What follows belongs to an exercise in optimizing a design on an open flow for small area, a short achievable clock period and few clock cycles per item; a production flow would make more cautious choices. In this exercise RTL edits were held to simulation tests only and were not proved equivalent to the original. Power figures rest on the tool's default switching activity, not on a simulated workload.

Setup of run A:
// sorted_priority_queue_unit
module sorted_priority_queue_unit (
    input  logic               i_clk,
    input  logic               i_rst_n,
    input  logic               i_in_valid,
    output logic               o_in_stall,
    input  logic               i_req_type,
    input  logic signed [31:0] i_value,
    output logic               o_out_valid,
    input  logic               i_out_stall,
    output logic [1:0]         o_status,
    output logic signed [31:0] o_removed_value,
    output logic signed [31:0] o_head_value,
    output logic               o_head_valid,
    output logic [4:0]         o_entry_count,
    output logic               o_is_full,
    output logic               o_is_empty
);
export LEC_CHECK = 0
export ABC_CLOCK_PERIOD_IN_PS = 2000
export CAP_MARGIN = 20
export CORE_MARGIN = 2
export CORE_UTILIZATION = 40
export SETUP_SLACK_MARGIN = 2.9
export SLEW_MARGIN = 20
export SYNTH_HIERARCHICAL = 1
create_clock -name core_clock -period 5.0 [get_ports {i_clk}]
run.sh (not shown) runs the stock make flow with config.mk's settings and CLKGATE_MAP_FILE= SYNTH_SCRIPT=/design/flow/synth_recipe.tcl, a recipe that flattens the netlist after the stock synthesis.
Testbench counts of run A, summed over its fixed seeds: cycles 16,024, items 16,000.
Changes in run B relative to run A:
Settings: SETUP_SLACK_MARGIN: 2.9 -> 2.7.
==> flow/flow/run.sh (new file) <==
#!/bin/bash
# Own layout flow: the standard layout (standard.sh, unchanged synthesis,
# floorplan, power grid and routing) with two layout choices changed:
#  - the port buffers are sky130_fd_sc_hd__buf_4 instead of the delay cells
#    that buffer_ports picks by default (every port still gets a buffer);
#  - clock tree synthesis runs without dummy loads.
# The make output goes to flow_make.log; each ORFS step keeps its own log
# under orfs/logs/.
set -euo pipefail
cd "$(dirname "$0")/.."
export BUFFER_PORTS_ARGS="-buffer_cell sky130_fd_sc_hd__buf_4"
export CTS_ARGS="-sink_clustering_enable -repair_clock_nets -dont_use_dummy_load"
bash standard.sh > flow_make.log 2>&1
==> flow/standard.sh (new file) <==
#!/bin/bash
# synth_recipe.tcl (not shown) runs the flow's synth.tcl, then flattens the netlist and writes it again
# the make line also repeats each setting of config.mk as NAME=value (left out here)
make -C /OpenROAD-flow-scripts/flow DESIGN_CONFIG=/design/flow/config.mk WORK_HOME=/design/flow/orfs CLKGATE_MAP_FILE= SYNTH_SCRIPT=/design/flow/synth_recipe.tcl "${@:-finish}"
removed: flow/run.sh
==> run notes <==
Between run A and run B, the flow reports total power decreasing by a few percent. On routed wire length, the higher figure sits with run A, not run B. Run B vs run A, start point of the critical path: u_datapath.r_ins2 vs u_datapath.r_dn2. Run B against run A: switching fraction of total power moved down; relative area of clock buffers and inverters in the final design decreased 0.72 points; share of power burned in registers rose by 4.0 points. Diff run A -> run B | relative area change from synthesis to final layout | decrease of 10 points. Lower global-route usage goes to run B over run A. Cmp run B vs run A: worst setup slack lower in run B. Taking run A as the reference, in run B clock transition at the register clock pins on the worst setup and hold paths after CTS barely changed; cell area after layout dropped 4000 um^2; worst hold slack dropped 14 ps. Run comparison: run B critical-path cell with the highest stage delay a2111oi_1; run A critical-path cell with the highest stage delay and3_2.
Modified inputs, run C compared to run B
Settings: putting CTS_CLUSTER_DIAMETER at 80 where nothing was set; swapping 40 for 55 in CORE_UTILIZATION; putting CTS_CLUSTER_SIZE at 20 where nothing was set.
==> flow/run.sh (new file) <==
#!/bin/bash
# synth_recipe.tcl (not shown) runs the flow's synth.tcl, then flattens the netlist and writes it again
# the make line also repeats each setting of config.mk as NAME=value (left out here)
make -C /OpenROAD-flow-scripts/flow DESIGN_CONFIG=/design/flow/config.mk WORK_HOME=/design/flow/orfs CLKGATE_MAP_FILE= SYNTH_SCRIPT=/design/flow/synth_recipe.tcl finish
removed: flow/flow/run.sh
removed: flow/standard.sh
==> comparison <==
- Run C: number of antenna repair diodes 1 below run B
- Run C completed end to end with timing, DRC and antenna clean.
- Against run B, count of clock-net buffers in the final layout in run C fell by more than 10%.
- Run C ended up with a higher multi-input gate share of the layout cell area than run B did.
[inputs] run D vs run C
Settings: CTS_CLUSTER_DIAMETER now 90, was 80; CORE_UTILIZATION now 40, was 55; CTS_CLUSTER_SIZE now 25, was 20.
### Flow results
- In the tables for run D and run C, total leakage power reads lower with run D.
- Run D vs run C: worst slack on hold paths up
- Diff run D and run C: cell area lower in run D
- Run D vs run C, maximum clock skew at final layout went up by 12 ps.
- Taking run C as the reference, in run D minimum setup slack in the final design shrank by 6.2 ps; detailed-routing wirelength on met1 grew by 5.0%.
- Summary: with run C as the reference, total power in run D moved down by a few percent.

## static timing again, ports no longer ideal
The results above use ideal ports. As a check the final layouts listed here were re-extracted and re-timed, cells and wires unchanged. Step 1, drivers: a clkbuf_16 drives i_clk and a buf_2 each remaining input, both assumed. Step 2 adds t to the input delays and takes it off the output delays; t is the mean of the earliest and latest rising clock arrival at the registers after step 1. Input paths then give back, and output paths get back, about the clock's delay inside the block. Three values: ideal ports, drivers, drivers and shift; two values: the first two.
run	t (ns)	setup slack, ns	worst setup path at the end
run A	0.701	2.612 / 2.612 / 2.289	input to register
run B	0.694	2.606 / 2.606 / 2.207	input to register
run C	0.689	2.665 / 2.653 / 2.158	input to register
run D	0.679	2.659 / 2.648 / 2.116	input to register
After both steps every run listed still meets setup and hold. For run D, which loses most, drivers alone change the setup slack by -0.011 ns; drivers and shift together by -0.543 ns.
